From an optimization exercise on the open Yosys and OpenROAD flow, aimed at a short achievable clock period and few clock cycles; shortcuts taken in it are not production practice. Where RTL was checked, it was by simulation tests only, not by an equivalence proof against the original. The RTL of run 4 was laid out without a check of its function. The flow treats the clock pin as an ideal source, which a real chip does not have. Power figures rest on the tool's default switching activity, not on a simulated workload.

<file path="flow/standard.sh">
#!/bin/bash
# synth_recipe.tcl (not shown) runs the flow's synth.tcl, then flattens the netlist and writes it again
# the make line also repeats each setting of config.mk as NAME=value (left out here)
make -C /OpenROAD-flow-scripts/flow DESIGN_CONFIG=/design/flow/config.mk WORK_HOME=/design/flow/orfs CLKGATE_MAP_FILE= SYNTH_SCRIPT=/design/flow/synth_recipe.tcl "${@:-finish}"
</file>
<file path="flow/flow/run.sh">
#!/bin/bash
# The standard layout, with more timing repair: after the usual repair_timing call in CTS and in
# global routing, repair_timing runs again for setup (the same margin), then once more for hold.
# Everything else is the standard flow (standard.sh), including its synthesis.
set -euo pipefail
W=$(pwd)
bash standard.sh finish PRE_CTS_TCL="$W/flow/more_repair.tcl" \
  PRE_GLOBAL_ROUTE_TCL="$W/flow/more_repair.tcl" > "$W/orfs_make.log" 2>&1
</file>
<file path="flow/design.v">
package rv_pkg;
  localparam int XLEN       = 32;
  localparam int REG_ADDR_W = 5;
  typedef logic [XLEN-1:0]       word_t;
  typedef logic [REG_ADDR_W-1:0] reg_addr_t;
  localparam logic [6:0] OP_LUI    = 7'b0110111;
  localparam logic [6:0] OP_LOAD   = 7'b0000011;
  localparam logic [6:0] OP_STORE  = 7'b0100011;
  localparam logic [6:0] OP_R_IMM  = 7'b0010011;
  localparam logic [6:0] OP_R_TYPE = 7'b0110011;
  localparam logic [2:0] F3_WORD = 3'b010;
  localparam int A_ADD  = 0;
  localparam int A_SUB  = 1;
  localparam int A_SLL  = 2;
  localparam int A_SLT  = 3;
  localparam int A_SLTU = 4;
  localparam int A_XOR  = 5;
  localparam int A_SRL  = 6;
  localparam int A_SRA  = 7;
  localparam int A_OR   = 8;
  localparam int A_AND  = 9;
  localparam int A_N    = 10;
endpackage
`timescale 1ns/1ps
module reg_file (
  input  logic              sys_clk,
  input  logic [31:1]       rd1_sel,
  input  logic [31:1]       rd2_sel,
  output rv_pkg::word_t     rs1_rdata,
  output rv_pkg::word_t     rs2_rdata,
  input  logic [31:1]       wr_en,
  input  rv_pkg::word_t     wr_data
);
  rv_pkg::word_t regs [1:31];
  always_ff @(posedge sys_clk) begin
    for (int i = 1; i < 32; i++) begin
      if (wr_en[i]) begin
        regs[i] <= wr_data;
      end
    end
  end
  always_comb begin
    rs1_rdata = '0;
    rs2_rdata = '0;
    for (int i = 1; i < 32; i++) begin
      rs1_rdata = rs1_rdata | ({32{rd1_sel[i]}} & regs[i]);
      rs2_rdata = rs2_rdata | ({32{rd2_sel[i]}} & regs[i]);
    end
  end
endmodule
`timescale 1ns/1ps
module fetch_decode (
  input  rv_pkg::word_t       instr,
  output logic                is_instr,    
  output logic                is_load,
  output logic                is_store,
  output logic                reg_write,   
  output logic                use_imm,
  output rv_pkg::reg_addr_t   rs1,         
  output rv_pkg::reg_addr_t   rs2,         
  output logic                use_rs1,
  output logic                use_rs2,
  output rv_pkg::reg_addr_t   rd,
  output logic [rv_pkg::A_N-1:0] alu_sel,
  output rv_pkg::word_t       imm
);
  logic [6:0] opcode;
  logic [2:0] f3;
  logic       alt;
  logic       lui, ld, st, opi, opr;
  assign opcode = instr[6:0];
  assign f3     = instr[14:12];
  assign alt    = instr[30];
  assign lui = (opcode == rv_pkg::OP_LUI);
  assign ld  = (opcode == rv_pkg::OP_LOAD)  && (f3 == rv_pkg::F3_WORD);
  assign st  = (opcode == rv_pkg::OP_STORE) && (f3 == rv_pkg::F3_WORD);
  assign opi = (opcode == rv_pkg::OP_R_IMM);
  assign opr = (opcode == rv_pkg::OP_R_TYPE);
  assign is_instr  = lui || ld || st || opi || opr;
  assign is_load   = ld;
  assign is_store  = st;
  assign rd        = instr[11:7];
  assign reg_write = (lui || ld || opi || opr) && (instr[11:7] != '0);
  assign use_imm   = !opr;
  assign use_rs1   = ld || st || opi || opr;
  assign use_rs2   = st || opr;
  assign rs1       = use_rs1 ? instr[19:15] : '0;
  assign rs2       = use_rs2 ? instr[24:20] : '0;
  always_comb begin
    if (lui)     imm = {instr[31:12], 12'b0};
    else if (st) imm = {{20{instr[31]}}, instr[31:25], instr[11:7]};
    else         imm = {{20{instr[31]}}, instr[31:20]};
  end
  always_comb begin
    alu_sel = '0;
    if (opi || opr) begin
      case (f3)
        3'd0: if (opr && alt) alu_sel[rv_pkg::A_SUB] = 1'b1; else alu_sel[rv_pkg::A_ADD] = 1'b1;
        3'd1: alu_sel[rv_pkg::A_SLL]  = 1'b1;
        3'd2: alu_sel[rv_pkg::A_SLT]  = 1'b1;
        3'd3: alu_sel[rv_pkg::A_SLTU] = 1'b1;
        3'd4: alu_sel[rv_pkg::A_XOR]  = 1'b1;
        3'd5: if (alt) alu_sel[rv_pkg::A_SRA] = 1'b1; else alu_sel[rv_pkg::A_SRL] = 1'b1;
        3'd6: alu_sel[rv_pkg::A_OR]   = 1'b1;
        default: alu_sel[rv_pkg::A_AND] = 1'b1;
      endcase
    end else begin
      alu_sel[rv_pkg::A_ADD] = 1'b1;   
    end
  end
endmodule
`timescale 1ns/1ps
module execute_stage (
  input  rv_pkg::word_t e_a,        
  input  rv_pkg::word_t e_b,        
  input  rv_pkg::word_t m_res,      
  input  rv_pkg::word_t m_res_n,    
  input  logic          fwd_a,      
  input  logic          fwd_b,      
  input  logic          sub,        
  input  logic          k_add00,    
  input  logic          k_add10,    
  input  logic          k_add01,    
  input  logic          k_sub01,    
  input  logic          k_add11,    
  input  logic          k_lt00,     
  input  logic          k_lt10,     
  input  logic          k_lt01,     
  input  logic          k_ltu00,    
  input  logic          k_ltu10,
  input  logic          k_ltu01,
  input  logic [3:0]    sh_lo,      
  input  logic [3:0]    sh_mid,     
  input  logic          sh_hi,      
  input  logic          k_sll,
  input  logic          k_srl,
  input  logic          k_sra,
  input  logic          k_xor,
  input  logic          k_or,
  input  logic          k_and,
  input  logic          k_ld,       
  input  rv_pkg::word_t ld_data,
  output rv_pkg::word_t result,
  output rv_pkg::word_t addr        
);
  logic [32:0]   s00, s10, s01, d01;
  rv_pkg::word_t s11;
  logic          lt00, lt10, lt01, ltu00, ltu10, ltu01;
  rv_pkg::word_t op_a, op_b;
  rv_pkg::word_t sll, srl, sra;
  logic [3:0]    s_lo, s_mid;
  logic          s_hi, fill;
  rv_pkg::word_t l1, l2, r1, r2;
  assign s00 = {1'b0, e_a}   + {1'b0, e_b} + {32'b0, sub};
  assign s10 = {1'b0, m_res} + {1'b0, e_b} + {32'b0, sub};
  assign s01 = {1'b0, e_a}   + {1'b0, m_res};
  assign d01 = {1'b0, e_a}   + {1'b0, m_res_n} + 33'd1;
  assign s11 = sub ? 32'b0 : {m_res[30:0], 1'b0};
  assign ltu00 = !s00[32];
  assign ltu10 = !s10[32];
  assign ltu01 = !d01[32];
  assign lt00  = (e_a[31]   == e_b[31]) ? e_a[31]   : ltu00;
  assign lt10  = (m_res[31] == e_b[31]) ? m_res[31] : ltu10;
  assign lt01  = (e_a[31]   != m_res[31]) ? e_a[31] : ltu01;
  assign op_a = fwd_a ? m_res : e_a;
  assign op_b = fwd_b ? m_res : e_b;
  assign s_lo  = fwd_b ? (4'b0001 << m_res[1:0]) : sh_lo;
  assign s_mid = fwd_b ? (4'b0001 << m_res[3:2]) : sh_mid;
  assign s_hi  = fwd_b ? m_res[4] : sh_hi;
  assign fill  = k_sra && op_a[31];
  always_comb begin
    for (int i = 0; i < 32; i++) begin
      l1[i] = (s_lo[0] && op_a[i]) || (s_lo[1] && (i >= 1) && op_a[(i + 31) % 32]) ||
              (s_lo[2] && (i >= 2) && op_a[(i + 30) % 32]) || (s_lo[3] && (i >= 3) && op_a[(i + 29) % 32]);
      r1[i] = (s_lo[0] && op_a[i]) || (s_lo[1] && ((i + 1 < 32) ? op_a[(i + 1) % 32] : fill)) ||
              (s_lo[2] && ((i + 2 < 32) ? op_a[(i + 2) % 32] : fill)) ||
              (s_lo[3] && ((i + 3 < 32) ? op_a[(i + 3) % 32] : fill));
    end
    for (int i = 0; i < 32; i++) begin
      l2[i] = (s_mid[0] && l1[i]) || (s_mid[1] && (i >= 4) && l1[(i + 28) % 32]) ||
              (s_mid[2] && (i >= 8) && l1[(i + 24) % 32]) || (s_mid[3] && (i >= 12) && l1[(i + 20) % 32]);
      r2[i] = (s_mid[0] && r1[i]) || (s_mid[1] && ((i + 4 < 32) ? r1[(i + 4) % 32] : fill)) ||
              (s_mid[2] && ((i + 8 < 32) ? r1[(i + 8) % 32] : fill)) ||
              (s_mid[3] && ((i + 12 < 32) ? r1[(i + 12) % 32] : fill));
    end
    for (int i = 0; i < 32; i++) begin
      sll[i] = s_hi ? ((i >= 16) && l2[(i + 16) % 32]) : l2[i];
      srl[i] = s_hi ? ((i + 16 < 32) ? r2[(i + 16) % 32] : fill) : r2[i];
    end
  end
  assign sra = srl;
  assign result = ({32{k_add00}} & s00[31:0])
                | ({32{k_add10}} & s10[31:0])
                | ({32{k_add01}} & s01[31:0])
                | ({32{k_sub01}} & d01[31:0])
                | ({32{k_add11}} & s11)
                | {31'b0, (k_lt00 && lt00) || (k_lt10 && lt10) || (k_lt01 && lt01) ||
                          (k_ltu00 && ltu00) || (k_ltu10 && ltu10) || (k_ltu01 && ltu01)}
                | ({32{k_sll}}   & sll)
                | ({32{k_srl || k_sra}} & srl)
                | ({32{k_xor}}   & (op_a ^ op_b))
                | ({32{k_or}}    & (op_a | op_b))
                | ({32{k_and}}   & (op_a & op_b))
                | ({32{k_ld}}    & ld_data);
  assign addr = fwd_a ? s10[31:0] : s00[31:0];
endmodule
`timescale 1ns/1ps
module memory_writeback (
  input  logic          wb_is_load,
  input  rv_pkg::word_t wb_alu,
  input  rv_pkg::word_t dmem_read_data,
  output rv_pkg::word_t wb_data
);
  assign wb_data = wb_is_load ? dmem_read_data : wb_alu;
endmodule
`timescale 1ns/1ps
module riscv_core #(
  parameter rv_pkg::word_t RESET_PC = 32'h0
) (
  input  logic  sys_clk,
  input  logic  reset_n,
  output rv_pkg::word_t imem_addr,
  input  rv_pkg::word_t imem_read_data,
  output logic  dmem_read_cmd_valid,
  output logic  dmem_write_cmd_valid,
  output rv_pkg::word_t dmem_addr,
  output rv_pkg::word_t dmem_write_data,
  input  rv_pkg::word_t dmem_read_data
);
  localparam int N = rv_pkg::A_N;
  logic          fetch_valid;    
  logic          skid_valid;     
  rv_pkg::word_t skid;
  rv_pkg::word_t f_instr;
  logic          stall;
  assign f_instr = skid_valid ? skid : imem_read_data;
  logic              f_is_instr, f_is_load, f_is_store, f_reg_write, f_use_imm;
  logic              f_use1, f_use2;
  rv_pkg::reg_addr_t f_rs1, f_rs2, f_rd;
  logic [N-1:0]      f_alu_sel;
  rv_pkg::word_t     f_imm;
  fetch_decode i_fetch_decode (
    .instr     (f_instr),
    .is_instr  (f_is_instr),
    .is_load   (f_is_load),
    .is_store  (f_is_store),
    .reg_write (f_reg_write),
    .use_imm   (f_use_imm),
    .rs1       (f_rs1),
    .rs2       (f_rs2),
    .use_rs1   (f_use1),
    .use_rs2   (f_use2),
    .rd        (f_rd),
    .alu_sel   (f_alu_sel),
    .imm       (f_imm)
  );
  logic              d_valid, d_is_load, d_is_store, d_reg_write, d_use_imm, d_early;
  logic              d_use1, d_use2, d_sub;
  logic              d_issued;   
  logic              f_super;    
  rv_pkg::reg_addr_t d_rs1_raw, d_rs2_raw;
  rv_pkg::reg_addr_t d_rs1, d_rs2, d_rd;
  logic [N-1:0]      d_alu_sel;
  rv_pkg::word_t     d_imm;
  always_ff @(posedge sys_clk) begin
    if (!reset_n) begin
      imem_addr   <= RESET_PC;
      fetch_valid <= 1'b0;
      skid_valid  <= 1'b0;
      d_valid     <= 1'b0;
    end else begin
      fetch_valid <= 1'b1;
      if (stall) begin
        if (!skid_valid) begin
          skid_valid <= fetch_valid;
        end
      end else begin
        imem_addr  <= imem_addr + 32'd4;
        skid_valid <= 1'b0;
        d_valid    <= (skid_valid || fetch_valid) && f_is_instr;
      end
    end
  end
  always_ff @(posedge sys_clk) begin
    if (stall && !skid_valid) begin
      skid <= imem_read_data;
    end
    if (!stall) begin
      d_is_load   <= f_is_load;
      d_is_store  <= f_is_store;
      d_reg_write <= f_reg_write;
      d_use_imm   <= f_use_imm;
      d_early     <= (f_is_load || f_is_store) && (f_rs1 == '0);
      d_issued    <= f_super;
      d_rs1       <= f_rs1;
      d_rs1_raw   <= f_instr[19:15];
      d_rs2_raw   <= f_instr[24:20];
      d_use1      <= f_use1;
      d_use2      <= f_use2;
      d_sub       <= f_alu_sel[rv_pkg::A_SUB] || f_alu_sel[rv_pkg::A_SLT] || f_alu_sel[rv_pkg::A_SLTU];
      d_rs2       <= f_rs2;
      d_rd        <= f_rd;
      d_alu_sel   <= f_alu_sel;
      d_imm       <= f_use_imm ? (f_imm ^ {32{f_alu_sel[rv_pkg::A_SLT] || f_alu_sel[rv_pkg::A_SLTU]}}) : '0;
    end
  end
  logic              e_valid, e_is_load, e_is_store, e_reg_write;
  logic              e_super;        
  logic              e_late_mem;     
  rv_pkg::reg_addr_t e_rd;
  logic              e_fwd_a, e_fwd_b, e_fwd_s;
  logic              e_sub, e_k_add00, e_k_add10, e_k_add01, e_k_sub01, e_k_add11;
  logic              e_k_lt00, e_k_lt10, e_k_lt01, e_k_ltu00, e_k_ltu10, e_k_ltu01;
  logic              e_k_sll, e_k_srl, e_k_sra, e_k_xor, e_k_or, e_k_and;
  rv_pkg::word_t     e_a, e_b, e_s;
  logic [3:0]        e_sh_lo, e_sh_mid;
  logic              e_sh_hi;
  logic              m_alu_write;    
  logic              m_load_write;   
  logic              m_early_write;  
  rv_pkg::reg_addr_t m_rd;
  rv_pkg::word_t     m_res;
  rv_pkg::word_t     m_res_n;        
  logic              w_is_load;
  logic [31:1]       w_we;
  rv_pkg::word_t     w_alu;
  rv_pkg::word_t     w_data;
  memory_writeback i_memory_writeback (
    .wb_is_load     (w_is_load),
    .wb_alu         (w_alu),
    .dmem_read_data (dmem_read_data),
    .wb_data        (w_data)
  );
  logic [31:1]   r1_sel, r2_sel;      
  logic          r1_m, r2_m;          
  logic          r1_in, r2_in;        
  logic          r1_w, r2_w;          
  logic          r1_byp, r2_byp;      
  logic          st_e, st_m;          
  rv_pkg::word_t rf_rs1, rf_rs2;
  reg_file i_reg_file (
    .sys_clk   (sys_clk),
    .rd1_sel   (r1_sel),
    .rd2_sel   (r2_sel),
    .rs1_rdata (rf_rs1),
    .rs2_rdata (rf_rs2),
    .wr_en     (w_we),
    .wr_data   (w_data)
  );
  rv_pkg::word_t d_v1, d_v2;
  assign d_v1 = r1_byp ? (({32{r1_m}} & ~m_res_n) | ({32{r1_in}} & dmem_read_data) | ({32{r1_w}} & w_alu))
                      : rf_rs1;
  assign d_v2 = r2_byp ? (({32{r2_m}} & ~m_res_n) | ({32{r2_in}} & dmem_read_data) | ({32{r2_w}} & w_alu))
                      : rf_rs2;
  assign stall = d_valid && (st_e || st_m);
  rv_pkg::reg_addr_t n_rs1, n_rs2;    
  logic              n_use1, n_use2;
  logic              e_alu_write, e_early_write, e_late_write, m_write;
  assign n_rs1  = stall ? d_rs1_raw : f_instr[19:15];
  assign n_rs2  = stall ? d_rs2_raw : f_instr[24:20];
  assign n_use1 = stall ? d_use1 : f_use1;
  assign n_use2 = stall ? d_use2 : f_use2;
  assign e_alu_write   = e_valid && e_reg_write && (!e_is_load || e_super);
  assign e_early_write = e_valid && e_reg_write && e_is_load && !e_late_mem && !e_super;
  assign e_late_write  = e_valid && e_reg_write && e_is_load && e_late_mem;
  assign m_write       = m_alu_write || m_load_write || m_early_write;
  function automatic logic [31:1] onehot(input rv_pkg::reg_addr_t r);
    onehot = '0;
    for (int i = 1; i < 32; i++) begin
      if (r == 5'(i)) onehot[i] = 1'b1;
    end
  endfunction
  logic e1, e2, m1, m2, n1_m, n1_l, n1_w, n2_m, n2_l, n2_w;
  assign e1   = (e_rd == n_rs1);
  assign e2   = (e_rd == n_rs2);
  assign m1   = (m_rd == n_rs1);
  assign m2   = (m_rd == n_rs2);
  assign n1_m = e_alu_write && e1;
  assign n1_l = e_early_write && e1;
  assign n1_w = m_write && m1 && !((e_alu_write || e_early_write) && e1);
  assign n2_m = e_alu_write && e2;
  assign n2_l = e_early_write && e2;
  assign n2_w = m_write && m2 && !((e_alu_write || e_early_write) && e2);
  always_ff @(posedge sys_clk) begin
    r1_sel <= onehot(n_rs1) & {31{n_use1}};
    r2_sel <= onehot(n_rs2) & {31{n_use2}};
    r1_byp <= (n1_m || n1_l || n1_w) && n_use1;
    r2_byp <= (n2_m || n2_l || n2_w) && n_use2;
    r1_m   <= n1_m;
    r2_m   <= n2_m;
    r1_in  <= n1_l || (n1_w && m_load_write);
    r2_in  <= n2_l || (n2_w && m_load_write);
    r1_w   <= n1_w && !m_load_write;
    r2_w   <= n2_w && !m_load_write;
    st_e   <= !stall && d_valid && d_is_load && d_reg_write && !d_issued &&
              (((d_rd == f_instr[19:15]) && f_use1) || ((d_rd == f_instr[24:20]) && f_use2));
    st_m   <= e_late_write && ((e1 && n_use1) || (e2 && n_use2));
  end
  logic early_now, load_early_now, store_early_now;
  assign early_now       = d_valid && d_early && !d_issued && !stall && !(e_valid && e_late_mem) &&
                           !(d_is_store && e_alu_write && (e_rd == d_rs2));
  assign load_early_now  = early_now && d_is_load;
  assign store_early_now = early_now && d_is_store;
  assign f_super = (skid_valid || fetch_valid) && f_is_load && (f_rs1 == '0) && !stall &&
                   !(d_valid && (d_is_load || d_is_store) && !d_issued) &&
                   !(e_valid && e_late_mem);
  always_ff @(posedge sys_clk) begin
    if (!reset_n) begin
      e_valid <= 1'b0;
    end else begin
      e_valid <= d_valid && !stall;
    end
    e_late_mem <= (d_is_load || d_is_store) && !early_now && !d_issued;
  end
  logic d_fwd_a, d_fwd_b, d_add;
  assign d_fwd_a = e_alu_write && (e_rd == d_rs1);
  assign d_fwd_b = e_alu_write && (e_rd == d_rs2) && !d_use_imm;
  assign d_add   = (d_alu_sel[rv_pkg::A_ADD] && !d_issued) || d_alu_sel[rv_pkg::A_SUB];
  always_ff @(posedge sys_clk) begin
    e_is_load   <= d_is_load;
    e_is_store  <= d_is_store;
    e_reg_write <= d_reg_write;
    e_rd        <= d_rd;
    e_fwd_a     <= d_fwd_a;
    e_fwd_b     <= d_fwd_b;
    e_fwd_s     <= e_alu_write && (e_rd == d_rs2);
    e_sub       <= d_sub;
    e_super     <= d_issued;
    e_k_add00   <= d_add && !d_fwd_a && !d_fwd_b;
    e_k_add10   <= d_add &&  d_fwd_a && !d_fwd_b;
    e_k_add01   <= d_alu_sel[rv_pkg::A_ADD] && !d_fwd_a && d_fwd_b;
    e_k_sub01   <= d_alu_sel[rv_pkg::A_SUB] && !d_fwd_a && d_fwd_b;
    e_k_add11   <= d_add &&  d_fwd_a &&  d_fwd_b;
    e_k_lt00    <= d_alu_sel[rv_pkg::A_SLT]  && !d_fwd_a && !d_fwd_b;
    e_k_lt10    <= d_alu_sel[rv_pkg::A_SLT]  &&  d_fwd_a && !d_fwd_b;
    e_k_lt01    <= d_alu_sel[rv_pkg::A_SLT]  && !d_fwd_a &&  d_fwd_b;
    e_k_ltu00   <= d_alu_sel[rv_pkg::A_SLTU] && !d_fwd_a && !d_fwd_b;
    e_k_ltu10   <= d_alu_sel[rv_pkg::A_SLTU] &&  d_fwd_a && !d_fwd_b;
    e_k_ltu01   <= d_alu_sel[rv_pkg::A_SLTU] && !d_fwd_a &&  d_fwd_b;
    e_k_sll     <= d_alu_sel[rv_pkg::A_SLL];
    e_k_srl     <= d_alu_sel[rv_pkg::A_SRL];
    e_k_sra     <= d_alu_sel[rv_pkg::A_SRA];
    e_k_xor     <= d_alu_sel[rv_pkg::A_XOR];
    e_k_or      <= d_alu_sel[rv_pkg::A_OR];
    e_k_and     <= d_alu_sel[rv_pkg::A_AND];
    e_a         <= d_v1;
    e_b         <= d_imm | ({32{!d_use_imm}} & (d_v2 ^ {32{d_sub}}));
    e_sh_lo     <= 4'b0001 << (d_use_imm ? d_imm[1:0] : d_v2[1:0]);
    e_sh_mid    <= 4'b0001 << (d_use_imm ? d_imm[3:2] : d_v2[3:2]);
    e_sh_hi     <= d_use_imm ? d_imm[4] : d_v2[4];
    e_s         <= d_v2;
  end
  rv_pkg::word_t alu_result, st_data, addr;
  assign st_data = e_fwd_s ? ~m_res_n : e_s;
  execute_stage i_execute_stage (
    .e_a     (e_a),
    .e_b     (e_b),
    .m_res   (m_res),
    .m_res_n (m_res_n),
    .fwd_a   (e_fwd_a),
    .fwd_b   (e_fwd_b),
    .sub     (e_sub),
    .k_add00 (e_k_add00),
    .k_add10 (e_k_add10),
    .k_add01 (e_k_add01),
    .k_sub01 (e_k_sub01),
    .k_add11 (e_k_add11),
    .k_lt00  (e_k_lt00),
    .k_lt10  (e_k_lt10),
    .k_lt01  (e_k_lt01),
    .k_ltu00 (e_k_ltu00),
    .k_ltu10 (e_k_ltu10),
    .k_ltu01 (e_k_ltu01),
    .sh_lo   (e_sh_lo),
    .sh_mid  (e_sh_mid),
    .sh_hi   (e_sh_hi),
    .k_sll   (e_k_sll),
    .k_srl   (e_k_srl),
    .k_sra   (e_k_sra),
    .k_xor   (e_k_xor),
    .k_or    (e_k_or),
    .k_and   (e_k_and),
    .k_ld    (e_super),
    .ld_data (dmem_read_data),
    .result  (alu_result),
    .addr    (addr)
  );
  always_ff @(posedge sys_clk) begin
    if (!reset_n) begin
      dmem_read_cmd_valid  <= 1'b0;
      dmem_write_cmd_valid <= 1'b0;
      m_alu_write          <= 1'b0;
      m_load_write         <= 1'b0;
      m_early_write        <= 1'b0;
    end else begin
      dmem_read_cmd_valid  <= (e_valid && e_is_load && e_late_mem) || load_early_now || f_super;
      dmem_write_cmd_valid <= (e_valid && e_is_store && e_late_mem) || store_early_now;
      m_alu_write          <= e_alu_write;
      m_load_write         <= e_late_write;
      m_early_write        <= e_early_write;
    end
  end
  always_ff @(posedge sys_clk) begin
    m_rd            <= e_rd;
    m_res           <= alu_result;
    m_res_n         <= ~alu_result;
    dmem_addr       <= f_super ? f_imm :
                       (d_early && !(e_valid && e_late_mem)) ? d_imm : addr;
    dmem_write_data <= (e_valid && e_late_mem) ? st_data : d_v2;
  end
  always_ff @(posedge sys_clk) begin
    if (!reset_n) begin
      w_we      <= '0;
      w_is_load <= 1'b0;
    end else begin
      w_we      <= m_write ? onehot(m_rd) : '0;
      w_is_load <= m_load_write;
    end
  end
  always_ff @(posedge sys_clk) begin
    w_alu <= m_early_write ? dmem_read_data : ~m_res_n;
  end
endmodule
</file>
<file path="flow/flow/more_repair.tcl">
# Sourced by ORFS's cts.tcl and global_route.tcl before their timing repair. Replaces
# repair_timing_helper (scripts/util.tcl) with one that makes the same call and then repeats
# the setup repair, which often gets further from where the first call stopped.
proc repair_timing_helper { args } {
  set additional_args {}
  append_env_var additional_args SETUP_SLACK_MARGIN -setup_margin 1
  append_env_var additional_args HOLD_SLACK_MARGIN -hold_margin 1
  append_env_var additional_args SETUP_MOVE_SEQUENCE -sequence 1
  append_env_var additional_args TNS_END_PERCENT -repair_tns 1
  append_env_var additional_args SKIP_PIN_SWAP -skip_pin_swap 0
  append_env_var additional_args SKIP_GATE_CLONING -skip_gate_cloning 0
  append_env_var additional_args SKIP_BUFFER_REMOVAL -skip_buffer_removal 0
  append_env_var additional_args SKIP_LAST_GASP -skip_last_gasp 0
  append_env_var additional_args SKIP_VT_SWAP -skip_vt_swap 0
  append_env_var additional_args SKIP_CRIT_VT_SWAP -skip_crit_vt_swap 0
  append_env_var additional_args MATCH_CELL_FOOTPRINT -match_cell_footprint 0
  lappend additional_args {*}$args -verbose
  log_cmd repair_timing {*}$additional_args

  set setup_args {}
  append_env_var setup_args SETUP_SLACK_MARGIN -setup_margin 1
  append_env_var setup_args MATCH_CELL_FOOTPRINT -match_cell_footprint 0
  for {set i 0} {$i < 3} {incr i} {
    log_cmd repair_timing -setup {*}$setup_args -repair_tns 100 -verbose
  }
  set hold_args {}
  append_env_var hold_args HOLD_SLACK_MARGIN -hold_margin 1
  append_env_var hold_args MATCH_CELL_FOOTPRINT -match_cell_footprint 0
  log_cmd repair_timing -hold {*}$hold_args -verbose
}
</file>
<file path="flow/config.mk">
export PLATFORM = sky130hd
export DESIGN_NAME = riscv_core
export DESIGN_NICKNAME = riscv_core
export VERILOG_FILES = /design/flow/design.v
export SDC_FILE = /design/flow/constraint.sdc
export NUM_CORES = 4
export LEC_CHECK = 0
export ABC_CLOCK_PERIOD_IN_PS = 2500
export CAP_MARGIN = 20
export CORE_MARGIN = 2
export CORE_UTILIZATION = 40
export SETUP_SLACK_MARGIN = 4.5
export SLEW_MARGIN = 20
</file>
<file path="flow/constraint.sdc">
create_clock -name core_clock -period 7.6 [get_ports {sys_clk}]
set_input_delay 1.5200 -clock core_clock [delete_from_list [all_inputs] [get_ports {sys_clk}]]
set_output_delay 1.5200 -clock core_clock [all_outputs]
set_load 0.01 [all_outputs]
</file>
==> out/metrics.yaml, run 1 <==
swShare: 0.245
synth_edf_count: 1088
grt_pass1_vias: 62100
ff2ff_path_depth: 11
dr_total_vias: 66600
yosysUniqueCellTypes: 97
rsz0062_at_grt: "true"
avgRoutedWirePerCell_um: 39.4
cap_violations: 0
gp_congestion: 1.04
finalCritPeriodShare: 0.456
postSynth.asyncResetShare: 0
r2r-start: "e_fwd_b$_DFF_P_"
ant_nets: 0
p_leak_nw: 31.9
drt-vias-per-instance: 7.15
crit_path_start: "e_fwd_b$_DFF_P_"
power.internal_mw: 14.5
crit_fanout: 40
comb_power_share: 0.073
grt_max_degree: 71
slew_headroom: 0.137
crit_required_ns: 8.12
min_period_ns: 3.47
dieHeight_um: 433
r2r-end: "m_res[0]$_DFF_P_"
fmax_mhz: 288
area_delta_synth_final_pct: 23.9
syn_area_per_cell_um2: 11.7
drc_errors: 0
fin_nets: 6962
routed_wl_um: 367000
syn_inst: 6281
endpoint: "m_res[0]$_DFF_P_"
grt_overflow: 0
cts_made_buffers: 164
core-area_um2: 183000
core.rowCount: 157
ir_worst_vdd_v: 0.000186
synth_area_um2: 73500
min_path_cells: 0
endpoint_kind: "flip-flop"
p_sw_mw: 4.70
drive_gt1_frac: 0.231
initial_utilization: 0.402
fill_cells: 16000
ios: 164
setup_tns_ns: 0
regToRegSetupSlack_ns: 4.13
cp.arrival_ns: 3.99
power.share.sequential: 0.486
clk_pin_slew_ns: 0.07
dr.pass1.iters: 7
dp_hpwl_um: 221000
final_max_slew_viol_count: 0
pwr-share-clk: 0.442
timing.hold.ws_ns: 0.317
port_buffers: 161
worstSetupPathType: "flip-flop to flip-flop"
hold_violations: 0
synth_warnings: 5
antenna_found_initial: 13
worstHoldPathType: "flip-flop to flip-flop"
synth_seq_area_share: 0.569
ys.flop_type: "edfxtp_1"
power_density_nw_per_um2: 211
globalRouteTotalUtil: 0.379
drt_iter0_markers: 12400
finalClockSkew_ns: 0.0540
insertion_delay_ns: 0.87
worstSetupStartpointType: "flip-flop"
cts_tree: "yes"
die-width_um: 433
dieArea_um2: 187000
clock_sinks: 1544
ys_ff_latch: 1544
finalSetupViolCount: 0
outcome: "no timing/DRC/antenna violations"
max_slew.worst_pin.slew_ns: 1.28
grt_pass1_wl_um: 494000
power by group through the flow:
stage | sequential, mW | clock, mW | combinational [mW]
final | 9.30 | 8.47 | 1.39
after global placement | 9.47 | 0 | 1.10
after CTS | 9.29 | 8.47 | 1.24
after global routing | 9.30 | 8.81 | 1.46
after floorplan | 9.39 | 0 | 0.689
after detailed placement | 9.47 | 0 | 1.11
cells in the final DEF, fill, tap and decap left out, types with 26 or more instances in the layout:
cell type        instances
edfxtp_1              1088
a22oi_1                416
buf_4                  366
nand2_1                356
a22o_1                 331
a221oi_1               326
dfxtp_1                306
nor2_1                 289
a21oi_1                234
ha_1                   171
clkbuf_16              166
nand4_1                164
inv_1                  159
o21ai_0                155
dfxtp_2                129
nand3_1                125
xnor2_1                124
dlygate4sd2_1           95
mux2i_1                 88
buf_6                   81
mux2_2                  80
nor3_1                  80
a21oi_2                 76
a31oi_1                 74
xor2_1                  68
a21o_1                  65
clkdlybuf4s50_1         59
o21bai_1                48
o211ai_1                47
mux2i_4                 42
clkbuf_1                31
buf_12                  31
clkinv_2                27
nand2b_1                26
and2_1                  26
o22ai_1                 26
stage by stage:
stage	total power [mW]	util	setup slack [ns]	area, um^2	cells
4_1_cts	19.0	0.484	4.38	88500	9191
5_1_grt	19.6	0.497	4.16	91000	9301
6_report	19.2	0.498	4.13	91000	9315
3_5_place_dp	10.6	0.429	2.67	78400	8689
2_1_floorplan	10.1	-	4.25	73800	6282
3_3_place_gp	10.6	0.428	2.70	78400	8688
worst max-delay path, stage by stage (launching register included):
cell and delay, ns:
dfxtp_4 0.41, buf_12 0.30, nand2_1 0.16, o21ai_2 0.12
buf_12 0.31, nor2_1 0.07, buf_4 0.26, nand2_2 0.28
o22ai_1 0.12, nor4_1 0.36, o21ai_2 0.16, nand4b_1 0.52
worst min path at each step:
stage                                     from         endpoint
floorplan           d_alu_sel[9]$_SDFFCE_PN0N_  e_k_and$_DFF_P_
global placement    d_alu_sel[7]$_SDFFCE_PN0N_  e_k_sra$_DFF_P_
finish              d_alu_sel[9]$_SDFFCE_PN0N_  e_k_and$_DFF_P_
detailed placement  d_alu_sel[9]$_SDFFCE_PN0N_  e_k_and$_DFF_P_
global route        d_alu_sel[2]$_SDFFCE_PN0N_  e_k_sll$_DFF_P_
CTS                 d_alu_sel[9]$_SDFFCE_PN0N_  e_k_and$_DFF_P_
synth_stat cells, drive strengths merged (47+ instances only):
library cell  instances  area (um^2)
nor2                319         1210
ha                  190         2380
o211ai               47          353
edfxtp             1088        32700
a31oi                83          519
xnor2               132         1160
clkbuf              318         1190
o21bai               51          383
nand2               372         1400
a22o                331         2900
xor2                 75          657
nor3                115          576
mux2                 83          935
nor4                 48          325
a21oi               332         1660
inv                 172          646
a21o                 66          495
a221oi              346         3030
nand4               164         1030
nand3               134          671
dfxtp               456         9130
o21ai               208         1040
buf                  81          400
a22oi               426         3200
mux2i               132         1500
state kept, by name (all words and copies together) (netlist names), 32 cells and up:
name             count
skid                32
e_a                 32
e_s                 32
d_imm               32
m_res_n             32
e_b                 32
dmem_addr           32
w_alu               32
dmem_write_data     32
m_res               32
i_reg_file.regs    992
metal layers:
metal | vias up | routed length, um | global-route usage
met4 | 20 | 32000 | 0.252
met2 | 6415 | 144000 | 0.516
li1 | 25900 | - | -
met3 | 1735 | 60400 | 0.162
met5 | - | 193 | 0
met1 | 32500 | 130000 | 0.484
logic make-up after synthesis:
| logic type | Yosys count | share of synthesized area |
|---|---|---|
| AOI/OAI and AO/OA | 2172 | 0.217 |
| other | 1 | 0.0000510 |
| muxes | 215 | 0.0331 |
| buffers and inverters | 573 | 0.0306 |
| xor gates and xnor gates | 207 | 0.0247 |
| and+or+nand+nor | 1373 | 0.0917 |
| adders and majority gates | 196 | 0.0340 |
| DFF | 1544 | 0.569 |
area by class of cell:
cell class | count | area [um^2] | share of cell area
sequential | 1544 | 42000 | 0.462
antenna | 14 | 35.0 | 0.000385
inverter | 174 | 682 | 0.00749
clock buffer | 210 | 4440 | 0.0488
clock inverter | 93 | 1230 | 0.0135
multi-input combinational | 4166 | 33500 | 0.368
tap | 2464 | 3080 | 0.0339
timing repair buffer | 650 | 6010 | 0.0660
timing repair:
action	4_1_cts	5_1_grt
pin swaps	240	217
buffers inserted	194	109
cloned	5	1
setup endpoints to repair	327	209
gates resized for setup	695	320
hold buffers	0	0
Testbench counts, summed over its fixed seeds: cycles 12,194.
==> run 2: changes to the inputs <==
--- a/flow/design.v
+++ b/flow/design.v
@@ -116,6 +116,9 @@
   input  rv_pkg::word_t m_res,      
   input  rv_pkg::word_t m_res_n,    
-  input  logic          fwd_a,      
-  input  logic          fwd_b,      
+  input  logic          lg_fwd_a,   
+  input  logic          lg_fwd_b,   
+  input  logic          sh_fwd_a,   
+  input  logic          sh_fwd_b,   
+  input  logic          ad_fwd_a,   
   input  logic          sub,        
   input  logic          k_add00,    
@@ -146,6 +149,6 @@
   logic [32:0]   s00, s10, s01, d01;
   rv_pkg::word_t s11;
-  logic          lt00, lt10, lt01, ltu00, ltu10, ltu01;
-  rv_pkg::word_t op_a, op_b;
+  logic          ltu00, ltu10, ltu01;
+  rv_pkg::word_t op_a, op_b, sh_a;
   rv_pkg::word_t sll, srl, sra;
   logic [3:0]    s_lo, s_mid;
@@ -160,20 +163,26 @@
   assign ltu10 = !s10[32];
   assign ltu01 = !d01[32];
-  assign lt00  = (e_a[31]   == e_b[31]) ? e_a[31]   : ltu00;
-  assign lt10  = (m_res[31] == e_b[31]) ? m_res[31] : ltu10;
-  assign lt01  = (e_a[31]   != m_res[31]) ? e_a[31] : ltu01;
-  assign op_a = fwd_a ? m_res : e_a;
-  assign op_b = fwd_b ? m_res : e_b;
-  assign s_lo  = fwd_b ? (4'b0001 << m_res[1:0]) : sh_lo;
-  assign s_mid = fwd_b ? (4'b0001 << m_res[3:2]) : sh_mid;
-  assign s_hi  = fwd_b ? m_res[4] : sh_hi;
-  assign fill  = k_sra && op_a[31];
+  logic          c00, c10, c01, slt_now, slt_bit;
+  assign c00     = k_ltu00 || (k_lt00 && (e_a[31]   != e_b[31]));
+  assign c10     = k_ltu10 || (k_lt10 && (m_res[31] != e_b[31]));
+  assign c01     = k_ltu01 || (k_lt01 && (e_a[31]   == m_res[31]));
+  assign slt_now = (k_lt00 && (e_a[31]   == e_b[31])   && e_a[31]) ||
+                   (k_lt10 && (m_res[31] == e_b[31])   && m_res[31]) ||
+                   (k_lt01 && (e_a[31]   != m_res[31]) && e_a[31]);
+  assign slt_bit = slt_now || (c00 && ltu00) || (c10 && ltu10) || (c01 && ltu01);
+  assign op_a = lg_fwd_a ? m_res : e_a;
+  assign op_b = lg_fwd_b ? m_res : e_b;
+  assign sh_a = sh_fwd_a ? m_res : e_a;
+  assign s_lo  = sh_fwd_b ? (4'b0001 << m_res[1:0]) : sh_lo;
+  assign s_mid = sh_fwd_b ? (4'b0001 << m_res[3:2]) : sh_mid;
+  assign s_hi  = sh_fwd_b ? m_res[4] : sh_hi;
+  assign fill  = k_sra && sh_a[31];
   always_comb begin
     for (int i = 0; i < 32; i++) begin
-      l1[i] = (s_lo[0] && op_a[i]) || (s_lo[1] && (i >= 1) && op_a[(i + 31) % 32]) ||
-              (s_lo[2] && (i >= 2) && op_a[(i + 30) % 32]) || (s_lo[3] && (i >= 3) && op_a[(i + 29) % 32]);
-      r1[i] = (s_lo[0] && op_a[i]) || (s_lo[1] && ((i + 1 < 32) ? op_a[(i + 1) % 32] : fill)) ||
-              (s_lo[2] && ((i + 2 < 32) ? op_a[(i + 2) % 32] : fill)) ||
-              (s_lo[3] && ((i + 3 < 32) ? op_a[(i + 3) % 32] : fill));
+      l1[i] = (s_lo[0] && sh_a[i]) || (s_lo[1] && (i >= 1) && sh_a[(i + 31) % 32]) ||
+              (s_lo[2] && (i >= 2) && sh_a[(i + 30) % 32]) || (s_lo[3] && (i >= 3) && sh_a[(i + 29) % 32]);
+      r1[i] = (s_lo[0] && sh_a[i]) || (s_lo[1] && ((i + 1 < 32) ? sh_a[(i + 1) % 32] : fill)) ||
+              (s_lo[2] && ((i + 2 < 32) ? sh_a[(i + 2) % 32] : fill)) ||
+              (s_lo[3] && ((i + 3 < 32) ? sh_a[(i + 3) % 32] : fill));
     end
     for (int i = 0; i < 32; i++) begin
@@ -195,6 +204,5 @@
                 | ({32{k_sub01}} & d01[31:0])
                 | ({32{k_add11}} & s11)
-                | {31'b0, (k_lt00 && lt00) || (k_lt10 && lt10) || (k_lt01 && lt01) ||
-                          (k_ltu00 && ltu00) || (k_ltu10 && ltu10) || (k_ltu01 && ltu01)}
+                | {31'b0, slt_bit}
                 | ({32{k_sll}}   & sll)
                 | ({32{k_srl || k_sra}} & srl)
@@ -203,5 +211,5 @@
                 | ({32{k_and}}   & (op_a & op_b))
                 | ({32{k_ld}}    & ld_data);
-  assign addr = fwd_a ? s10[31:0] : s00[31:0];
+  assign addr = ad_fwd_a ? s10[31:0] : s00[31:0];
 endmodule
 `timescale 1ns/1ps
@@ -309,5 +317,6 @@
   logic              e_late_mem;     
   rv_pkg::reg_addr_t e_rd;
-  logic              e_fwd_a, e_fwd_b, e_fwd_s;
+  logic              e_fwd_s;
+  logic              e_lg_fwd_a, e_lg_fwd_b, e_sh_fwd_a, e_sh_fwd_b, e_ad_fwd_a;
   logic              e_sub, e_k_add00, e_k_add10, e_k_add01, e_k_sub01, e_k_add11;
   logic              e_k_lt00, e_k_lt10, e_k_lt01, e_k_ltu00, e_k_ltu10, e_k_ltu01;
@@ -422,6 +431,9 @@
     e_reg_write <= d_reg_write;
     e_rd        <= d_rd;
-    e_fwd_a     <= d_fwd_a;
-    e_fwd_b     <= d_fwd_b;
+    e_lg_fwd_a  <= d_fwd_a && (d_alu_sel[rv_pkg::A_XOR] || d_alu_sel[rv_pkg::A_OR] || d_alu_sel[rv_pkg::A_AND]);
+    e_lg_fwd_b  <= d_fwd_b && (d_alu_sel[rv_pkg::A_XOR] || d_alu_sel[rv_pkg::A_OR] || d_alu_sel[rv_pkg::A_AND]);
+    e_sh_fwd_a  <= d_fwd_a && (d_alu_sel[rv_pkg::A_SLL] || d_alu_sel[rv_pkg::A_SRL] || d_alu_sel[rv_pkg::A_SRA]);
+    e_sh_fwd_b  <= d_fwd_b && (d_alu_sel[rv_pkg::A_SLL] || d_alu_sel[rv_pkg::A_SRL] || d_alu_sel[rv_pkg::A_SRA]);
+    e_ad_fwd_a  <= d_fwd_a && (d_is_load || d_is_store);
     e_fwd_s     <= e_alu_write && (e_rd == d_rs2);
     e_sub       <= d_sub;
@@ -458,6 +470,9 @@
     .m_res   (m_res),
     .m_res_n (m_res_n),
-    .fwd_a   (e_fwd_a),
-    .fwd_b   (e_fwd_b),
+    .lg_fwd_a (e_lg_fwd_a),
+    .lg_fwd_b (e_lg_fwd_b),
+    .sh_fwd_a (e_sh_fwd_a),
+    .sh_fwd_b (e_sh_fwd_b),
+    .ad_fwd_a (e_ad_fwd_a),
     .sub     (e_sub),
     .k_add00 (e_k_add00),
==> out/metrics.yaml, run 2 <==
endpoint_kind: "flip-flop"
worstSetupPathType: "primary input to flip-flop"
dr_total_vias: 67500
stdcell_area_um2: 90000
yosysUniqueCellTypes: 89
worstHoldPathType: "flip-flop to flip-flop"
core-area_um2: 183000
synth_seq_area_share: 0.569
synth_area_um2: 73500
drc_errors: 0
clock_sinks: 1547
final_max_slew_viol_count: 0
yosys.area.top_type: "edfxtp_1"
core.rowCount: 157
min_period_ns: 3.60
max_stage_delay_ns: 0.70
drive_gt1_frac: 0.219
grt_overflow: 0
insertion_delay_ns: 0.85
timing.hold.ws_ns: 0.370
cts_tree: "yes"
port_buffers: 161
avgRoutedWirePerCell_um: 39.7
grt_max_degree: 71
dieArea_um2: 187000
power_density_nw_per_um2: 209
ir_worst_vdd_v: 0.000261
ant_nets: 0
gp_congestion: 1.07
dieHeight_um: 433
cap_violations: 0
p_leak_nw: 31.4
ys_top_cells_by_count: "edfxtp_1, dfxtp_1, a22oi_1"
area_delta_synth_final_pct: 22.4
postSynth.asyncResetShare: 0
synth_area_leaders: "edfxtp_1, dfxtp_1, a22oi_1"
grt_pass1_vias: 62300
cts_hold_buf: 0
ys_ff_latch: 1547
antenna_found_initial: 22
clk_pin_slew_ns: 0.06
cp.arrival_ns: 4.34
setup_tns_ns: 0
critPathBufInv: 1
largest_reg_flops: 992
globalRouteTotalUtil: 0.381
hold_violations: 0
ios: 164
initial_utilization: 0.402
fin_nets: 6958
finalClockSkew_ns: 0.0457
netlist.area_leader.share: 0.444
outcome: "no timing/DRC/antenna violations"
dp_hpwl_um: 226000
ys.flop_type: "edfxtp_1"
die-width_um: 433
crit_chain: "clkdlybuf4s50_1 > a221oi_1 > o311ai_4 > a311oi_4 > o2111ai_2 > or3_1"
fmax_mhz: 278
dr.pass1.iters: 14
cts_made_buffers: 161
finalSetupViolCount: 0
max_slew.worst_pin.slew_ns: 1.31
drt-vias-per-instance: 7.24
drt_iter0_markers: 12000
crit_fanout: 5
place_area_um2: 78300
syn_inst: 6339
worstSetupStartpointType: "primary input"
top_register: "i_reg_file.regs"
grt_pass1_wl_um: 499000
crit_required_ns: 8.33
rsz0062_at_grt: "true"
routed_wl_um: 371000
syn_area_per_cell_um2: 11.6
finalCritPeriodShare: 0.474
crit_family: "compound AO/OA/AOI/OAI gates"
slowest_stage: "a311oi_4"
synth_warnings: 5
synth_edf_count: 1088
synth_most_common_cell: "edfxtp_1"
final_common_cell: "edfxtp_1"
most-common-layout-cells: "edfxtp_1, a22oi_1, nand2_1"
slew_headroom: 0.122
[run 2: changes by cell type after synthesis, sizes merged, moves of 14 or more]
cell	previous run	this run
a21oi	332	267
o21ai	208	233
mux2i	132	165
or3	35	20
nor2b	15	29
a221oi	346	361
nor2	319	397
nand2	372	398
nor4	48	33
[run 2: layout make-up]
type | count | area, um^2
Multi-Input combinational cell | 4238 | 33500
Antenna cell | 26 | 65.1
Sequential cell | 1547 | 42200
Tap cell | 2464 | 3080
Clock inverter | 85 | 759
Clock buffer | 213 | 4510
Timing Repair Buffer | 574 | 5270
Fill cell | 16000 | 92800
Inverter | 174 | 673
[run 2: stage by stage]
step | setup slack (ns) | util | total power, mW | instances
finish | 4.00 | 0.492 | 18.8 | 9321
global route | 3.93 | 0.492 | 19.2 | 9299
CTS | 4.25 | 0.478 | 18.6 | 9173
detailed placement | 2.86 | 0.428 | 10.6 | 8738
global placement | 2.79 | 0.428 | 10.6 | 8737
floorplan | 4.26 | - | 10.1 | 6340
[run 2: cells by family after synthesis]
| logic type | Yosys count | share of synthesized area |
|---|---|---|
| other cells | 1 | 0.0000510 |
| buf+inv | 564 | 0.0301 |
| flops | 1547 | 0.569 |
| simple gates | 1464 | 0.0949 |
| xor+xnor | 212 | 0.0253 |
| mux | 243 | 0.0344 |
| compound gates | 2112 | 0.212 |
| fa+ha+maj | 196 | 0.0340 |
[run 2: power by group]
part	total [mW]	leakage (nW)	switching, mW	internal (mW)
Combinational	1.42	15.0	0.895	0.529
Clock	8.04	2.58	3.53	4.51
Sequential	9.33	13.8	0.186	9.15
Total	18.8	31.4	4.61	14.2
[run 2: metal layers]
layer | GRT usage | up-vias | wire, um
li1 | - | 25900 | -
met3 | 0.153 | 2171 | 58100
met2 | 0.546 | 6791 | 151000
met4 | 0.309 | 14 | 39100
met5 | 0.00130 | - | 82
met1 | 0.449 | 32600 | 122000
[run 2: path summary, 6_finish.rpt]
check / slack [ns] / from / cells past startpoint / end
max: 4.00 / dmem_read_data[20] / 6 / m_res[20]$_DFF_P_
min: 0.37 / d_alu_sel[6]$_SDFFCE_PN0N_ / 0 / e_k_srl$_DFF_P_
max reg2reg: 4.02 / e_sh_fwd_b$_DFF_P_ / 13 / m_res[20]$_DFF_P_
min reg2reg: 0.37 / d_alu_sel[6]$_SDFFCE_PN0N_ / 0 / e_k_srl$_DFF_P_
[run 2: repair_timing]
| item | in CTS | in global routing |
|---|---|---|
| gates cloned | 14 | 0 |
| pin swaps | 266 | 285 |
| hold endpoints to repair | 0 | 0 |
| buffers inserted | 123 | 122 |
| endpoints found under the setup margin | 320 | 229 |
| gates resized for setup | 747 | 341 |
[run 2: worst register-to-register path, delay by kind of cell (launching register included)]
| kind | cells | cell delay [ns] |
|---|---|---|
| compound gates | 4 | 1.32 |
| buf+inv | 4 | 0.47 |
| flops | 1 | 0.37 |
| simple gates | 5 | 1.33 |
Testbench counts of run 2, summed over its fixed seeds: cycles 12,194.
==> run 3: changes to the inputs <==
==> flow/run.sh (new file) <==
#!/bin/bash
# synth_recipe.tcl (not shown) runs the flow's synth.tcl, then flattens the netlist and writes it again
# the make line also repeats each setting of config.mk as NAME=value (left out here)
make -C /OpenROAD-flow-scripts/flow DESIGN_CONFIG=/design/flow/config.mk WORK_HOME=/design/flow/orfs CLKGATE_MAP_FILE= SYNTH_SCRIPT=/design/flow/synth_recipe.tcl finish
removed: flow/flow/run.sh
removed: flow/flow/more_repair.tcl
removed: flow/standard.sh
==> out/metrics.yaml, run 3 <==
most-common-layout-cells: "edfxtp_1, a22oi_1, nand2_1"
clockRootBuffer: "clkbuf_16"
worstSetupStartpointType: "flip-flop"
dpl.cell_count: 8738
cts.path.max_buffers: 3
ant_nets: 0
routed_wl_um: 369000
globalRouteTotalUtil: 0.379
synth_seq_area_share: 0.569
slowest_stage: "a221o_1"
ys_top_cells_by_count: "edfxtp_1, dfxtp_1, a22oi_1"
synth_edf_count: 1088
crit_required_ns: 8.34
syn_inst: 6339
cts.htree.levels: 4
final_max_slew_viol_count: 0
synth_most_common_cell: "edfxtp_1"
drc_errors: 0
ys_ff_latch: 1547
antenna_found_initial: 26
fill_cells: 16100
fmax_mhz: 291
hold_path_startpoint: "d_alu_sel[6]$_SDFFCE_PN0N_"
grt_pass1_wl_um: 497000
max_slew.worst_pin.slew_ns: 1.38
slew_headroom: 0.0709
gp_congestion: 1.07
initial_utilization: 0.402
drive_gt1_frac: 0.210
avgRoutedWirePerCell_um: 39.7
crit_chain: "inv_6 > ha_4 > fa_2 > nor2b_4 > o2111ai_4 > a21boi_2 > o22ai_4 > a211oi_4 > a221oi_4 > a31oi_4 > mux2i_1 > a221o_1 > a2111o_1"
max_stage_delay_ns: 0.40
clock_sinks: 1547
ir_worst_vdd_v: 0.000262
synth_area_leaders: "edfxtp_1, dfxtp_1, a22oi_1"
ys.flop_type: "edfxtp_1"
finalSetupViolCount: 0
dr.pass1.iters: 8
core.rowCount: 157
place_area_um2: 78300
yosysUniqueCellTypes: 89
grt_pass1_vias: 62000
finalCritPeriodShare: 0.453
hold_violations: 0
grt_max_degree: 71
top_register: "i_reg_file.regs"
pre_cts_ws_ns: 2.86
p_leak_nw: 31.1
crit_path_start: "e_a[0]$_DFF_P_"
finalPower_mw: 18.7
core-area_um2: 183000
setup_tns_ns: 0
cts_tree: "yes"
die-width_um: 433
worstSetupPathType: "flip-flop to flip-flop"
fin_ws_ns: 4.16
dr_total_vias: 67100
synth_area_um2: 73500
area_delta_synth_final_pct: 21.7
largest_reg_flops: 992
critPathBufInv: 1
cts_hold_buf: 0
drt_iter0_markers: 12000
cap_violations: 0
yosys.area.top_type: "edfxtp_1"
dp_hpwl_um: 226000
insertion_delay_ns: 0.86
endpoint_kind: "flip-flop"
synth_warnings: 5
min_period_ns: 3.44
netlist.area_leader.share: 0.444
dieArea_um2: 187000
clk_pin_slew_ns: 0.06
dieHeight_um: 433
crit_family: "compound AO/OA/AOI/OAI gates"
postSynth.asyncResetShare: 0
fin_nets: 6918
final_common_cell: "edfxtp_1"
port_buffers: 161
drt-vias-per-instance: 7.22
crit_fanout: 4
rsz0062_at_grt: "true"
worstHoldPathType: "flip-flop to flip-flop"
fin_cells: 9289
ios: 164
r2r-start: "e_a[0]$_DFF_P_"
cp.arrival_ns: 4.18
stdcell_area_um2: 89500
finalClockSkew_ns: 0.0473
syn_area_per_cell_um2: 11.6
power_density_nw_per_um2: 210
grt_overflow: 0
cts_made_buffers: 161
fin_util: 0.489
timing.hold.ws_ns: 0.371
outcome: "no timing/DRC/antenna violations"
==> run 3: where the power goes <==
| part | internal [mW] | total, mW | switching, mW |
|---|---|---|---|
| Combinational | 0.495 | 1.37 | 0.877 |
| Clock | 4.51 | 8.04 | 3.53 |
| Sequential | 9.15 | 9.33 | 0.184 |
==> run 3: routing by layer <==
| metal | track usage | wire [um] | up-vias |
|---|---|---|---|
| li1 | - | - | 25900 |
| met1 | 0.445 | 122000 | 32300 |
| met2 | 0.545 | 151000 | 6769 |
| met3 | 0.155 | 57300 | 2186 |
| met4 | 0.305 | 38900 | 12 |
| met5 | 0.00130 | 158 | - |
==> run 3: timing repair <==
item | CTS | global route
setup buffers | 93 | 107
gates cloned | 13 | 6
gates resized for setup | 648 | 375
pin swaps | 125 | 209
setup endpoints to repair | 320 | 239
==> run 3: final cells by class <==
type	count	area, um^2	share of cell area
well taps	2464	3080	0.0345
clock inverters	85	759	0.00849
clock buffers	213	4510	0.0504
flip-flops and latches	1547	42200	0.472
repair buffers	533	4890	0.0546
inverters	174	673	0.00752
multi-input cells	4239	33300	0.372
diodes	34	85.1	0.000951
==> run 3: final timing paths <==
check / end / slack [ns] / cells past startpoint
worst min register to register: e_k_srl$_DFF_P_ / 0.37 / 0
worst max register to register: m_res[30]$_DFF_P_ / 4.16 / 13
worst max-delay path: m_res[30]$_DFF_P_ / 4.16 / 13
worst min-delay path: e_k_srl$_DFF_P_ / 0.37 / 0
==> run 3: cell families (layout without fill, tap and decap cells) <==
family	Yosys count	after routing	share of synthesized area
AO/OA/AOI/OAI	2112	2113	0.212
XOR/XNOR	212	212	0.0253
other	1	36	0.0000510
multiplexers	243	243	0.0344
buffers and inverters	564	1005	0.0301
flip-flops	1547	1547	0.569
adder cells (fa/ha/maj)	196	196	0.0340
AND/OR/NAND/NOR	1464	1473	0.0949
==> run 4: changes to the inputs <==
--- a/flow/design.v
+++ b/flow/design.v
@@ -113,4 +113,5 @@
 module execute_stage (
   input  rv_pkg::word_t e_a,        
+  input  rv_pkg::word_t e_an,       
   input  rv_pkg::word_t e_b,        
   input  rv_pkg::word_t m_res,      
@@ -121,7 +122,8 @@
   input  logic          sh_fwd_b,   
   input  logic          ad_fwd_a,   
-  input  logic          sub,        
   input  logic          k_add00,    
+  input  logic          k_sub00,    
   input  logic          k_add10,    
+  input  logic          k_sub10,    
   input  logic          k_add01,    
   input  logic          k_sub01,    
@@ -147,6 +149,6 @@
   output rv_pkg::word_t addr        
 );
-  logic [32:0]   s00, s10, s01, d01;
-  rv_pkg::word_t s11;
+  logic [32:0]   d00, d10, d01;
+  rv_pkg::word_t a00, a10, a01;
   logic          ltu00, ltu10, ltu01;
   rv_pkg::word_t op_a, op_b, sh_a;
@@ -155,18 +157,19 @@
   logic          s_hi, fill;
   rv_pkg::word_t l1, l2, r1, r2;
-  assign s00 = {1'b0, e_a}   + {1'b0, e_b} + {32'b0, sub};
-  assign s10 = {1'b0, m_res} + {1'b0, e_b} + {32'b0, sub};
-  assign s01 = {1'b0, e_a}   + {1'b0, m_res};
-  assign d01 = {1'b0, e_a}   + {1'b0, m_res_n} + 33'd1;
-  assign s11 = sub ? 32'b0 : {m_res[30:0], 1'b0};
-  assign ltu00 = !s00[32];
-  assign ltu10 = !s10[32];
-  assign ltu01 = !d01[32];
+  assign a00 = e_a + e_b;
+  assign a10 = m_res + e_b;
+  assign a01 = e_a + m_res;
+  assign d00 = {1'b0, e_an}    + {1'b0, e_b};
+  assign d10 = {1'b0, m_res_n} + {1'b0, e_b};
+  assign d01 = {1'b0, e_an}    + {1'b0, m_res};
+  assign ltu00 = d00[32];
+  assign ltu10 = d10[32];
+  assign ltu01 = d01[32];
   logic          c00, c10, c01, slt_now, slt_bit;
-  assign c00     = k_ltu00 || (k_lt00 && (e_a[31]   != e_b[31]));
-  assign c10     = k_ltu10 || (k_lt10 && (m_res[31] != e_b[31]));
+  assign c00     = k_ltu00 || (k_lt00 && (e_a[31]   == e_b[31]));
+  assign c10     = k_ltu10 || (k_lt10 && (m_res[31] == e_b[31]));
   assign c01     = k_ltu01 || (k_lt01 && (e_a[31]   == m_res[31]));
-  assign slt_now = (k_lt00 && (e_a[31]   == e_b[31])   && e_a[31]) ||
-                   (k_lt10 && (m_res[31] == e_b[31])   && m_res[31]) ||
+  assign slt_now = (k_lt00 && (e_a[31]   != e_b[31])   && e_a[31]) ||
+                   (k_lt10 && (m_res[31] != e_b[31])   && m_res[31]) ||
                    (k_lt01 && (e_a[31]   != m_res[31]) && e_a[31]);
   assign slt_bit = slt_now || (c00 && ltu00) || (c10 && ltu10) || (c01 && ltu01);
@@ -199,9 +202,11 @@
   end
   assign sra = srl;
-  assign result = ({32{k_add00}} & s00[31:0])
-                | ({32{k_add10}} & s10[31:0])
-                | ({32{k_add01}} & s01[31:0])
-                | ({32{k_sub01}} & d01[31:0])
-                | ({32{k_add11}} & s11)
+  assign result = ({32{k_add00}} & a00)
+                | ({32{k_sub00}} & ~d00[31:0])
+                | ({32{k_add10}} & a10)
+                | ({32{k_sub10}} & ~d10[31:0])
+                | ({32{k_add01}} & a01)
+                | ({32{k_sub01}} & ~d01[31:0])
+                | ({32{k_add11}} & {m_res[30:0], 1'b0})
                 | {31'b0, slt_bit}
                 | ({32{k_sll}}   & sll)
@@ -211,5 +216,5 @@
                 | ({32{k_and}}   & (op_a & op_b))
                 | ({32{k_ld}}    & ld_data);
-  assign addr = ad_fwd_a ? s10[31:0] : s00[31:0];
+  assign addr = ad_fwd_a ? a10 : a00;
 endmodule
 `timescale 1ns/1ps
@@ -264,5 +269,5 @@
   );
   logic              d_valid, d_is_load, d_is_store, d_reg_write, d_use_imm, d_early;
-  logic              d_use1, d_use2, d_sub;
+  logic              d_use1, d_use2;
   logic              d_issued;   
   logic              f_super;    
@@ -306,9 +311,8 @@
       d_use1      <= f_use1;
       d_use2      <= f_use2;
-      d_sub       <= f_alu_sel[rv_pkg::A_SUB] || f_alu_sel[rv_pkg::A_SLT] || f_alu_sel[rv_pkg::A_SLTU];
       d_rs2       <= f_rs2;
       d_rd        <= f_rd;
       d_alu_sel   <= f_alu_sel;
-      d_imm       <= f_use_imm ? (f_imm ^ {32{f_alu_sel[rv_pkg::A_SLT] || f_alu_sel[rv_pkg::A_SLTU]}}) : '0;
+      d_imm       <= f_use_imm ? f_imm : '0;
     end
   end
@@ -319,8 +323,8 @@
   logic              e_fwd_s;
   logic              e_lg_fwd_a, e_lg_fwd_b, e_sh_fwd_a, e_sh_fwd_b, e_ad_fwd_a;
-  logic              e_sub, e_k_add00, e_k_add10, e_k_add01, e_k_sub01, e_k_add11;
+  logic              e_k_add00, e_k_sub00, e_k_add10, e_k_sub10, e_k_add01, e_k_sub01, e_k_add11;
   logic              e_k_lt00, e_k_lt10, e_k_lt01, e_k_ltu00, e_k_ltu10, e_k_ltu01;
   logic              e_k_sll, e_k_srl, e_k_sra, e_k_xor, e_k_or, e_k_and;
-  rv_pkg::word_t     e_a, e_b, e_s;
+  rv_pkg::word_t     e_a, e_an, e_b, e_s;
   logic [3:0]        e_sh_lo, e_sh_mid;
   logic              e_sh_hi;
@@ -425,5 +429,5 @@
   assign d_fwd_a = e_alu_write && (e_rd == d_rs1);
   assign d_fwd_b = e_alu_write && (e_rd == d_rs2) && !d_use_imm;
-  assign d_add   = (d_alu_sel[rv_pkg::A_ADD] && !d_issued) || d_alu_sel[rv_pkg::A_SUB];
+  assign d_add   = d_alu_sel[rv_pkg::A_ADD] && !d_issued;
   always_ff @(posedge sys_clk) begin
     e_is_load   <= d_is_load;
@@ -437,11 +441,12 @@
     e_ad_fwd_a  <= d_fwd_a && (d_is_load || d_is_store);
     e_fwd_s     <= e_alu_write && (e_rd == d_rs2);
-    e_sub       <= d_sub;
     e_super     <= d_issued;
     e_k_add00   <= d_add && !d_fwd_a && !d_fwd_b;
+    e_k_sub00   <= d_alu_sel[rv_pkg::A_SUB] && !d_fwd_a && !d_fwd_b;
     e_k_add10   <= d_add &&  d_fwd_a && !d_fwd_b;
-    e_k_add01   <= d_alu_sel[rv_pkg::A_ADD] && !d_fwd_a && d_fwd_b;
-    e_k_sub01   <= d_alu_sel[rv_pkg::A_SUB] && !d_fwd_a && d_fwd_b;
-    e_k_add11   <= d_add &&  d_fwd_a &&  d_fwd_b;
+    e_k_sub10   <= d_alu_sel[rv_pkg::A_SUB] &&  d_fwd_a && !d_fwd_b;
+    e_k_add01   <= d_add && !d_fwd_a &&  d_fwd_b;
+    e_k_sub01   <= d_alu_sel[rv_pkg::A_SUB] && !d_fwd_a &&  d_fwd_b;
+    e_k_add11   <= d_add &&  d_fwd_a &&  d_fwd_b;   
     e_k_lt00    <= d_alu_sel[rv_pkg::A_SLT]  && !d_fwd_a && !d_fwd_b;
     e_k_lt10    <= d_alu_sel[rv_pkg::A_SLT]  &&  d_fwd_a && !d_fwd_b;
@@ -457,5 +462,6 @@
     e_k_and     <= d_alu_sel[rv_pkg::A_AND];
     e_a         <= d_v1;
-    e_b         <= d_imm | ({32{!d_use_imm}} & (d_v2 ^ {32{d_sub}}));
+    e_an        <= ~d_v1;
+    e_b         <= d_imm | ({32{!d_use_imm}} & d_v2);
     e_sh_lo     <= 4'b0001 << (d_use_imm ? d_imm[1:0] : d_v2[1:0]);
     e_sh_mid    <= 4'b0001 << (d_use_imm ? d_imm[3:2] : d_v2[3:2]);
@@ -467,4 +473,5 @@
   execute_stage i_execute_stage (
     .e_a     (e_a),
+    .e_an    (e_an),
     .e_b     (e_b),
     .m_res   (m_res),
@@ -475,7 +482,8 @@
     .sh_fwd_b (e_sh_fwd_b),
     .ad_fwd_a (e_ad_fwd_a),
-    .sub     (e_sub),
     .k_add00 (e_k_add00),
+    .k_sub00 (e_k_sub00),
     .k_add10 (e_k_add10),
+    .k_sub10 (e_k_sub10),
     .k_add01 (e_k_add01),
     .k_sub01 (e_k_sub01),
==> out/metrics.yaml, run 4 <==
outcome: "no timing/DRC/antenna violations"
most-common-layout-cells: "edfxtp_1, a22oi_1, nor2_1"
ios: 164
slew_headroom: 0.220
ys_top_cells_by_count: "edfxtp_1, a22oi_1, dfxtp_1"
power.share.sequential: 0.478
ff2ff_path_depth: 15
ir_worst_vdd_v: 0.000258
endpoint_kind: "flip-flop"
netlist.area_leader.share: 0.424
worstSetupPathType: "flip-flop to flip-flop"
avgRoutedWirePerCell_um: 39.9
crit_path_start: "e_b[0]$_DFF_P_"
cp.arrival_ns: 4.46
ys.flop_type: "edfxtp_1"
globalRouteTotalUtil: 0.381
grt_pass1_vias: 65600
finalCritPeriodShare: 0.491
synth_area_um2: 76900
die-width_um: 442
gp_congestion: 1.05
core-area_um2: 191000
drive_gt1_frac: 0.195
clk_pin_slew_ns: 0.06
stdcell_area_um2: 93200
core.rowCount: 160
final_max_slew_viol_count: 0
dieHeight_um: 442
finalClockSkew_ns: 0.0465
ant_nets: 0
pwr-share-clk: 0.426
synth_seq_area_share: 0.552
rsz0062_at_grt: "true"
cts_tree: "yes"
power.internal_mw: 14.8
comb_power_share: 0.097
p_leak_nw: 32.6
ys_ff_latch: 1579
top_register: "i_reg_file.regs"
insertion_delay_ns: 0.86
swShare: 0.256
min_period_ns: 3.73
antenna_found_initial: 22
routed_wl_um: 390000
clock_sinks: 1579
hold_path_startpoint: "d_alu_sel[8]$_SDFFCE_PN0N_"
drc_errors: 0
cts_made_buffers: 165
area_delta_synth_final_pct: 21.1
synth_edf_count: 1087
dieArea_um2: 196000
crit_fanout: 5
initial_utilization: 0.404
min_path_cells: 0
synth_area_leaders: "edfxtp_1, dfxtp_1, a22oi_1"
drt-vias-per-instance: 7.17
fmax_mhz: 268
grt_pass1_wl_um: 526000
finalSetupViolCount: 0
fin_nets: 7433
yosys.area.top_type: "edfxtp_1"
dr.pass1.iters: 10
worstSetupStartpointType: "flip-flop"
r2r-start: "e_b[0]$_DFF_P_"
place_area_um2: 81600
synth_most_common_cell: "edfxtp_1"
dr_total_vias: 70100
final_common_cell: "edfxtp_1"
hold_violations: 0
max_slew.worst_pin.slew_ns: 1.16
drt_iter0_markers: 11500
clockRootBuffer: "clkbuf_16"
port_buffers: 161
yosysUniqueCellTypes: 88
cts.path.max_buffers: 3
cts_hold_buf: 0
power_density_nw_per_um2: 213
dp_hpwl_um: 236000
synth_warnings: 5
fin_util: 0.489
grt_overflow: 0
grt_max_degree: 71
crit_required_ns: 8.32
setup_tns_ns: 0
postSynth.asyncResetShare: 0
worstHoldPathType: "flip-flop to flip-flop"
syn_inst: 6819
largest_reg_flops: 992
p_sw_mw: 5.08
syn_area_per_cell_um2: 11.3
cap_violations: 0
cts.htree.levels: 4
[run 4: cell types whose count changed after synthesis, sizes merged, moves of 63 or more]
cell / before / now
a22oi: 426 / 572
a221oi: 361 / 290
nor2: 397 / 490
a22o: 332 / 269
nand3: 143 / 222
ha: 190 / 254
[run 4: routing by layer]
layer  global-route usage  wire length [um]  up-vias
li1                     -                 -    27500
met1                0.453            133000    34100
met2                0.570            164000     6507
met3                0.134             55100     2002
met4                0.279             37900       12
met5              0.00415               146        -
[run 4: path summary, 6_finish.rpt]
| path | end | slack, ns |
|---|---|---|
| max | m_res[28]$_DFF_P_ | 3.87 |
| min | e_k_or$_DFF_P_ | 0.36 |
| max reg2reg | m_res[28]$_DFF_P_ | 3.87 |
| min reg2reg | e_k_or$_DFF_P_ | 0.36 |
[run 4: logic make-up after synthesis]
family / after synthesis / share of synthesized area
flops: 1579 / 0.552
buf+inv: 622 / 0.0311
mux: 250 / 0.0338
compound gates: 2241 / 0.213
xor+xnor: 223 / 0.0254
fa+ha+maj: 260 / 0.0429
other cells: 1 / 0.0000488
simple gates: 1643 / 0.101
[run 4: power by group through the flow]
stage                     logic (mW)  registers, mW  clock network, mW
after global placement          1.46           9.66                  0
after detailed placement        1.47           9.66                  0
after global routing            2.01           9.49               8.80
after CTS                       1.68           9.48               8.46
after floorplan                0.945           9.58                  0
final                           1.92           9.50               8.45
[run 4: through the flow]
stage	total power [mW]	worst slack [ns]	instances	hold WS, ns
floorplan	10.5	4.35	6820	0.329
global placement	11.1	2.75	9207	0.357
detailed placement	11.1	2.95	9208	0.355
CTS	19.6	3.91	9654	0.368
global route	20.3	3.82	9768	0.380
finish	19.9	3.87	9782	0.365
[run 4: repair_timing]
item,in CTS,in global routing
pin swaps,154,213
resized for setup,681,295
buffers inserted,128,107
gates cloned,7,1
endpoints found under the setup margin,257,149
[run 4: cell type report]
type	instances	area, um^2
Antenna cell	20	50.0
Clock buffer	208	4440
Clock inverter	103	1150
Fill cell	16800	97400
Inverter	213	820
Multi-Input combinational cell	4619	35800
Sequential cell	1579	42900
Tap cell	2511	3140
Timing Repair Buffer	529	4920
[run 4: worst max-delay path, stage by stage (launching register included)]
cell,delay [ns]
dfxtp_4,0.38
buf_6,0.13
ha_4,0.16
fa_2,0.36
a211oi_2,0.23
o21ai_2,0.13
o21ai_4,0.26
o221ai_4,0.21
o31ai_4,0.31
buf_12,0.17
o21ai_4,0.08
o41a_1,0.37
xor2_2,0.17
a22oi_1,0.17
nand2_1,0.10
or4_1,0.39

## separate check: timing with driven ports
The results above use ideal ports. As a check the final layouts listed here were re-extracted and re-timed, cells and wires unchanged.
Step 1 sets driving cells, clkbuf_16 on the clock port and buf_2 on the other inputs (assumed; they add their load-dependent delay and slew).
Step 2, shift: input delay + t, output delay - t, t = (earliest + latest rising clock arrival at the registers) / 2. This alone moves slack from input paths to output paths.
Three values: no drivers, after step 1, after step 2; two values: the first two.
run | t, ns | setup WS [ns]
run 1 | 0.929 | 4.132 / 4.132 / 3.323
run 2 | 0.917 | 3.996 / 4.023 / 3.136
run 3 | 0.920 | 4.160 / 4.160 / 3.520
run 4 | 0.928 | 3.865 / 3.865 / 3.345
After both steps setup and hold are still met in every run listed.
